What follows belongs to an exercise in optimizing a design on an open flow for a short achievable clock period and few clock cycles per item; a production flow would make more cautious choices. In this exercise RTL edits were held to simulation tests only and were not proved equivalent to the original. Power and IR drop assume default switching activity.

==> design/flow/design.v <==
module mini_mips_multicycle #(
  parameter logic [31:0] RESET_PC     = 32'h0000_0000,
  parameter int unsigned ADDR_W       = 32,
  parameter bit          ILLEGAL_HALT = 1'b1
) (
  input  logic              clk,
  input  logic              reset,
  output logic              mem_req,
  output logic              mem_we,
  output logic [ADDR_W-1:0] mem_addr,
  output logic [31:0]       mem_wdata,
  input  logic [31:0]       mem_rdata,
  input  logic              mem_ready,
  output logic [31:0]       pc,
  output logic [31:0]       result,
  output logic              retired,
  output logic              halted
);
  localparam logic [5:0] OP_RTYPE = 6'h00, OP_ADDI = 6'h08, OP_LW  = 6'h23, OP_SW  = 6'h2B;
  localparam logic [5:0] OP_BEQ   = 6'h04, OP_BNE  = 6'h05, OP_J   = 6'h02, OP_JAL = 6'h03;
  localparam logic [5:0] FN_ADD = 6'h20, FN_SUB = 6'h22, FN_AND = 6'h24, FN_OR = 6'h25;
  localparam logic [5:0] FN_SLT = 6'h2A, FN_SLL = 6'h00, FN_JR  = 6'h08;
  typedef enum logic [2:0] {S_FETCH, S_DECODE, S_EXEC, S_MEM, S_WB, S_HALT} state_t;
  state_t      r_state, w_state_nxt;
  logic [31:0] r_pc, r_ir, r_a, r_b, r_alu_out, r_mdr, r_target, r_result;
  logic [31:0] r_rf [32];
  logic [5:0]  w_op, w_funct;
  logic [4:0]  w_rs, w_rt, w_rd, w_shamt;
  logic [31:0] w_sext, w_pc4, w_jtarget, w_alu, w_wb_val;
  logic [4:0]  w_wb_dst;
  logic        w_is_rtype, w_is_alu_r, w_is_jr, w_is_addi, w_is_lw, w_is_sw;
  logic        w_is_beq, w_is_bne, w_is_j, w_is_jal, w_legal;
  assign w_op      = r_ir[31:26];
  assign w_rs      = r_ir[25:21];
  assign w_rt      = r_ir[20:16];
  assign w_rd      = r_ir[15:11];
  assign w_shamt   = r_ir[10:6];
  assign w_funct   = r_ir[5:0];
  assign w_sext    = {{16{r_ir[15]}}, r_ir[15:0]};
  assign w_pc4     = r_pc + 32'd4;
  assign w_jtarget = {r_pc[31:28], r_ir[25:0], 2'b00};
  assign w_is_rtype = (w_op == OP_RTYPE);
  assign w_is_alu_r = w_is_rtype && (w_funct == FN_ADD || w_funct == FN_SUB || w_funct == FN_AND ||
                                     w_funct == FN_OR  || w_funct == FN_SLT || w_funct == FN_SLL);
  assign w_is_jr    = w_is_rtype && (w_funct == FN_JR);
  assign w_is_addi  = (w_op == OP_ADDI);
  assign w_is_lw    = (w_op == OP_LW);
  assign w_is_sw    = (w_op == OP_SW);
  assign w_is_beq   = (w_op == OP_BEQ);
  assign w_is_bne   = (w_op == OP_BNE);
  assign w_is_j     = (w_op == OP_J);
  assign w_is_jal   = (w_op == OP_JAL);
  assign w_legal    = w_is_alu_r | w_is_jr | w_is_addi | w_is_lw | w_is_sw |
                      w_is_beq | w_is_bne | w_is_j | w_is_jal;
  assign w_wb_dst = w_is_rtype ? w_rd : w_rt;
  assign w_wb_val = w_is_lw ? r_mdr : r_alu_out;
  always_comb begin
    w_alu = r_a + w_sext;
    if (w_is_rtype) begin
      case (w_funct)
        FN_ADD:  w_alu = r_a + r_b;
        FN_SUB:  w_alu = r_a - r_b;
        FN_AND:  w_alu = r_a & r_b;
        FN_OR:   w_alu = r_a | r_b;
        FN_SLT:  w_alu = {31'd0, ($signed(r_a) < $signed(r_b))};
        FN_SLL:  w_alu = r_b << w_shamt;
        default: w_alu = r_a + r_b;
      endcase
    end
  end
  always_comb begin
    w_state_nxt = r_state;
    mem_req     = 1'b0;
    mem_we      = 1'b0;
    mem_addr    = '0;
    mem_wdata   = 32'd0;
    retired     = 1'b0;
    unique case (r_state)
      S_FETCH: begin
        mem_req  = 1'b1;
        mem_addr = r_pc[ADDR_W-1:0];
        if (mem_ready) w_state_nxt = S_DECODE;
      end
      S_DECODE: begin
        if (!w_legal && ILLEGAL_HALT) w_state_nxt = S_HALT;
        else                          w_state_nxt = S_EXEC;
      end
      S_EXEC: begin
        if (w_is_alu_r || w_is_addi)  w_state_nxt = S_WB;
        else if (w_is_lw || w_is_sw)  w_state_nxt = S_MEM;
        else begin
          retired     = 1'b1;
          w_state_nxt = S_FETCH;
        end
      end
      S_MEM: begin
        mem_req   = 1'b1;
        mem_addr  = r_alu_out[ADDR_W-1:0];
        mem_we    = w_is_sw;
        mem_wdata = w_is_sw ? r_b : 32'd0;
        if (mem_ready) begin
          retired     = w_is_sw;
          w_state_nxt = w_is_sw ? S_FETCH : S_WB;
        end
      end
      S_WB: begin
        retired     = 1'b1;
        w_state_nxt = S_FETCH;
      end
      S_HALT:  w_state_nxt = S_HALT;
      default: w_state_nxt = S_FETCH;
    endcase
    if (reset) begin
      mem_req   = 1'b0;
      mem_we    = 1'b0;
      mem_addr  = '0;
      mem_wdata = 32'd0;
      retired   = 1'b0;
    end
  end
  always_ff @(posedge clk) begin
    if (reset) begin
      r_state   <= S_FETCH;
      r_pc      <= RESET_PC;
      r_ir      <= 32'd0;
      r_a       <= 32'd0;
      r_b       <= 32'd0;
      r_alu_out <= 32'd0;
      r_mdr     <= 32'd0;
      r_target  <= 32'd0;
      r_result  <= 32'd0;
      for (int i = 0; i < 32; i++) r_rf[i] <= 32'd0;
    end else begin
      r_state <= w_state_nxt;
      case (r_state)
        S_FETCH: if (mem_ready) r_ir <= mem_rdata;
        S_DECODE: begin
          r_a      <= (w_rs == 5'd0) ? 32'd0 : r_rf[w_rs];
          r_b      <= (w_rt == 5'd0) ? 32'd0 : r_rf[w_rt];
          r_target <= w_pc4 + {w_sext[29:0], 2'b00};
        end
        S_EXEC: begin
          if (w_is_alu_r || w_is_addi || w_is_lw || w_is_sw) r_alu_out <= w_alu;
          else if (w_is_beq) r_pc <= (r_a == r_b) ? r_target : w_pc4;
          else if (w_is_bne) r_pc <= (r_a != r_b) ? r_target : w_pc4;
          else if (w_is_j)   r_pc <= w_jtarget;
          else if (w_is_jal) begin
            r_pc      <= w_jtarget;
            r_rf[31]  <= w_pc4;
            r_result  <= w_pc4;
          end
          else if (w_is_jr)  r_pc <= r_a;
          else               r_pc <= w_pc4;   
        end
        S_MEM: begin
          if (mem_ready) begin
            if (w_is_sw) r_pc  <= w_pc4;
            else         r_mdr <= mem_rdata;
          end
        end
        S_WB: begin
          r_pc <= w_pc4;
          if (w_wb_dst != 5'd0) begin
            r_rf[w_wb_dst] <= w_wb_val;
            r_result       <= w_wb_val;
          end
        end
        default: ;
      endcase
    end
  end
  assign pc     = r_pc;
  assign result = r_result;
  assign halted = (r_state == S_HALT);
endmodule
==> design/flow/run.sh <==
#!/bin/bash
# synth_recipe.tcl (not shown) runs the flow's synth.tcl, then flattens the netlist and writes it again
# the make line also repeats each setting of config.mk as NAME=value (left out here)
make -C /OpenROAD-flow-scripts/flow DESIGN_CONFIG=/design/flow/config.mk WORK_HOME=/design/flow/orfs CLKGATE_MAP_FILE= SYNTH_SCRIPT=/design/flow/synth_recipe.tcl finish
==> design/flow/config.mk <==
export PLATFORM = sky130hd
export DESIGN_NAME = mini_mips_multicycle
export DESIGN_NICKNAME = mini_mips_multicycle
export VERILOG_FILES = /design/flow/design.v
export SDC_FILE = /design/flow/constraint.sdc
export NUM_CORES = 4
export LEC_CHECK = 0
export CAP_MARGIN = 20
export CORE_MARGIN = 2
export CORE_UTILIZATION = 40
export SLEW_MARGIN = 20
==> design/flow/constraint.sdc <==
create_clock -name core_clock -period 9.0 [get_ports {clk}]
set_input_delay 1.8000 -clock core_clock [delete_from_list [all_inputs] [get_ports {clk}]]
set_output_delay 1.8000 -clock core_clock [all_outputs]
set_load 0.01 [all_outputs]
==> summary.md <==
| Metric | Value |
|---|---|
| Status | timing/DRC/antenna clean |
| Dpl hpwl | roughly 210000 µm |
| Die span in x | 432 µm |
| CP Launch Type | flop |
| RSZ-0062 raised after global routing | no |
| Worst r2r src | r_ir[26] |
| Core ar. | between 150000 and 200000 µm² |
| Hold-fix buffers at CTS | 0 |
| Final hold vios | 0 |
| TritonCTS clock tree | done |
| Setup TNS | 0 ns |
| Routed Antenna Nets | 0 |
| Clock Pin Slew Worst Setup and Hold Paths | roughly 0.060 ns |
| Non-Filler Instances | approximately 8600 |
| I/O pin count | between 150 and 200 |
| Share of cells above drive strength 1 | 0.185 |
| CTS H-tree lvls | 4 |
| First-pass GRT wire length | between 400000 and 500000 µm |
| EDFF count, synth | between 1000 and 1500 |
| Worst-path fanout max | 70 |
| Unique masters post-synth | 99 |
| Placed insts | roughly 8300 |
| CP Class | reg -> out |
| Total track usage | 0.313 |
| Commonest non-fill, non-tap cell in the layout | nor2_1 |
| Slew HR | 0.227 |
| Sequential cell area | about 36000 µm² |
| Fmax | between 0.15 and 0.2 GHz |
| Area of the multi-input gates | approximately 35000 µm² |
| Final net count | between 6000 and 7000 |
| Slowest cell on crit path | buf_4 |
| CTS max path bufs | 3 |
| Tmin final | 5.61 ns |
| Async SR Flop Fraction | 0 |
| Most frequent cells in the layout | nor2_1 (1406), edfxtp_1 (1024), mux4_2 (660) |
| Setup-failing EPs final | 0 |
| Cells after Synth | slightly above 6000 |
| Min Hold Slack | roughly 0.45 ns |
| Fill count | between 15000 and 20000 |
| Tot Pwr | roughly 18 mW |
| TritonCTS buffer count | between 100 and 150 |
| Data required, critical path | about 7.2 ns |
| CTS Sinks | around 1300 |
| Worst min-delay path startpoint | r_target[13] |
| Maxcap violations | 0 |
| Clock latency on the worst-skew pair | around 0.81 ns |
| Largest net degree at the start of global routing | 121 |
| Syn-to-layout area delta | 12.5% |
| Start point of the critical path | r_ir[0] |
| Hold/Removal Path Class | reg -> reg |
| WP data arrival | 3.81 ns |
| Dpl cell area | approximately 78000 µm² |
| Vias per cell | between 6 and 7 |
| Main synth FF type | edfxtp_1 |
| Mean Syn Cell Area | ~12 µm² |
| Final Max Slew Viols | 0 |
| Grt ovf | 0 |
| Mapped cell area | roughly 73000 µm² |
| DIE AREA | about 190000 µm² |
| Final design area excluding fillers | 82500 µm² |
| DR iter-0 viols | approximately 10000 |
| Clock root cell | clkbuf_16 |
| #FFs+latches synth | 1293 |
| Height of the chip | approximately 430 µm |
| Yosys warning count | 1 |
| Initial antenna violation count | 23 |
| Setup Fix Bufs, Post-CTS | 0 |
| Post-cts resize count | 0 |
| Pwr per Cell Area | between 200 and 250 nW/µm² |
| Leak | 26.4 nW |
| Maximum vdd ir drop | approximately 0.00016 V |
| Routed via count | 56800 |
| Initial core utilization | 0.402 |
| Final period util | 0.623 |
| Post-synthesis sequential area ratio | 0.492 |
| Clk_skew | 0.0507 ns |
| Routed wire length | just under 300000 µm |
| WL/cell | 34.5 µm |
| Max incr delay on CP | 0.54 ns |
| Vias in the first global route | 52400 |
| Critical Path End Type | output pin |
| Row cnt | between 150 and 200 |
| Router iterations before antenna repair | 7 |
| Port Buffers | between 150 and 200 |
| Crit-path cells | buf_4, nor2_1, o21ai_0, a21oi_1, o21bai_1, nand2_1, o22ai_1, a31oi_1, buf_4, nor2_1, clkdlybuf4s50_1 |
| Slew @ Worst Pin | 1.15 ns |
| Final GP Congestion | between 1 and 1.5 |
| DRC violations left | 0 |
==> final timing paths <==
check,endpoint,slack (ns),cells after the start
worst max-delay path,retired,3.39,11
worst min-delay path,r_target[13],0.45,2
worst max register to register,r_rf[15][24],3.96,8
worst min register to register,r_target[13],0.45,2
==> kinds of logic after synthesis <==
logic type      count (synthesis)  synth area share
xor+xnor                       78           0.00931
other cells                     1         0.0000511
fa+ha+maj                     161            0.0279
simple gates                 2130             0.119
buf+inv                       696            0.0373
mux                           811             0.225
flops                        1293             0.492
compound gates               1024            0.0891
==> cell type report <==
cell class,count,area share
repair buffers,293,0.0329
flip-flops and latches,1293,0.438
well taps,2385,0.0362
clock inverters,77,0.0117
diodes,4,0.000121
multi-input cells,4236,0.427
clock buffers,185,0.0474
inverters,134,0.00609
==> state kept, by name, indices dropped and copies added (netlist names), 32 cells and up, named ones only <==
signal / count
r_result: 32
r_b: 32
r_a: 32
r_mdr: 32
r_ir: 32
r_rf: 1024
r_target: 32
r_pc: 32
r_alu_out: 32
==> metal layers <==
| metal | track usage | vias to the layer above | wire (µm) |
|---|---|---|---|
| met5 | 0 | - | 94 |
| met4 | 0.169 | 14 | 19300 |
| met3 | 0.109 | 710 | 44100 |
| met2 | 0.432 | 4204 | 123000 |
| met1 | 0.429 | 28800 | 111000 |
| li1 | - | 23100 | - |
==> through the flow <==
step                      setup slack, ns   util
after floorplan                      4.41      -
after global placement               3.45  0.425
after detailed placement             3.51  0.425
after CTS                            3.43  0.452
after global routing                 3.16  0.452
final                                3.39  0.452
==> cells in the mapped netlist, types with 25 or more instances <==
cell type  instances  area, µm²
xnor2_1           48        420
a211oi_1          94        706
xor2_1            30        263
a221oi_1          32        280
inv_1            132        495
o211ai_1          25        188
mux2i_1          132       1320
edfxtp_1        1024      30700
ha_1             157       1960
mux4_2           660      14900
nor3_1            72        360
buf_1             78        293
o21ai_0          142        711
nor2_1          1409       5290
o22ai_1           36        225
a21o_1            32        240
buf_2             25        125
nand2_1          396       1490
a21oi_1          380       1900
dfxtp_1          269       5390
nand3_1           47        235
a22oi_1           41        308
clkbuf_1         447       1680
nor4_1            48        300
==> where the power goes <==
group          internal (mW)  switching, mW  total (mW)
combinational           1.51           2.80        4.30
clock                   3.56           2.61        6.17
sequential              6.69          0.359        7.05
==> critical path: cells and delay by family, from the launching register on <==
kind	cells	cell delay [ns]
buffers and inverters	3	1.32
AOI/OAI and AO/OA	5	0.96
and+or+nand+nor	3	0.39
DFF	1	0.31
Testbench counts, summed over its fixed seeds: cycles 306,780, instrs 76,312.

-- afterwards: timing with drivers on the ports --
The results above use ideal ports. As a check the final layout listed here was re-extracted and re-timed, cells and wires unchanged.
Step 1 assumes that a clkbuf_16 drives the clock port and a buf_2 every other input.
Step 2 moves the port delays by t, midway between the first and last clock arrival at a register: inputs arrive t later, outputs are due t later. That takes back most of the time a late clock gives input paths.
Slacks: ideal ports / drivers / drivers and shift; pairs: ideal ports / drivers.
shift t [ns]: 0.879
slack for setup (ns): 3.394 / 3.303 / 3.389
worst hold slack (ns): 0.452 / 0.452 / 0.452
clock arrival spread, ns: 0.055 / 0.056
After both steps setup and hold are still met in this run. For this run, drivers alone change the setup slack by -0.091 ns; drivers and shift together by -0.005 ns.
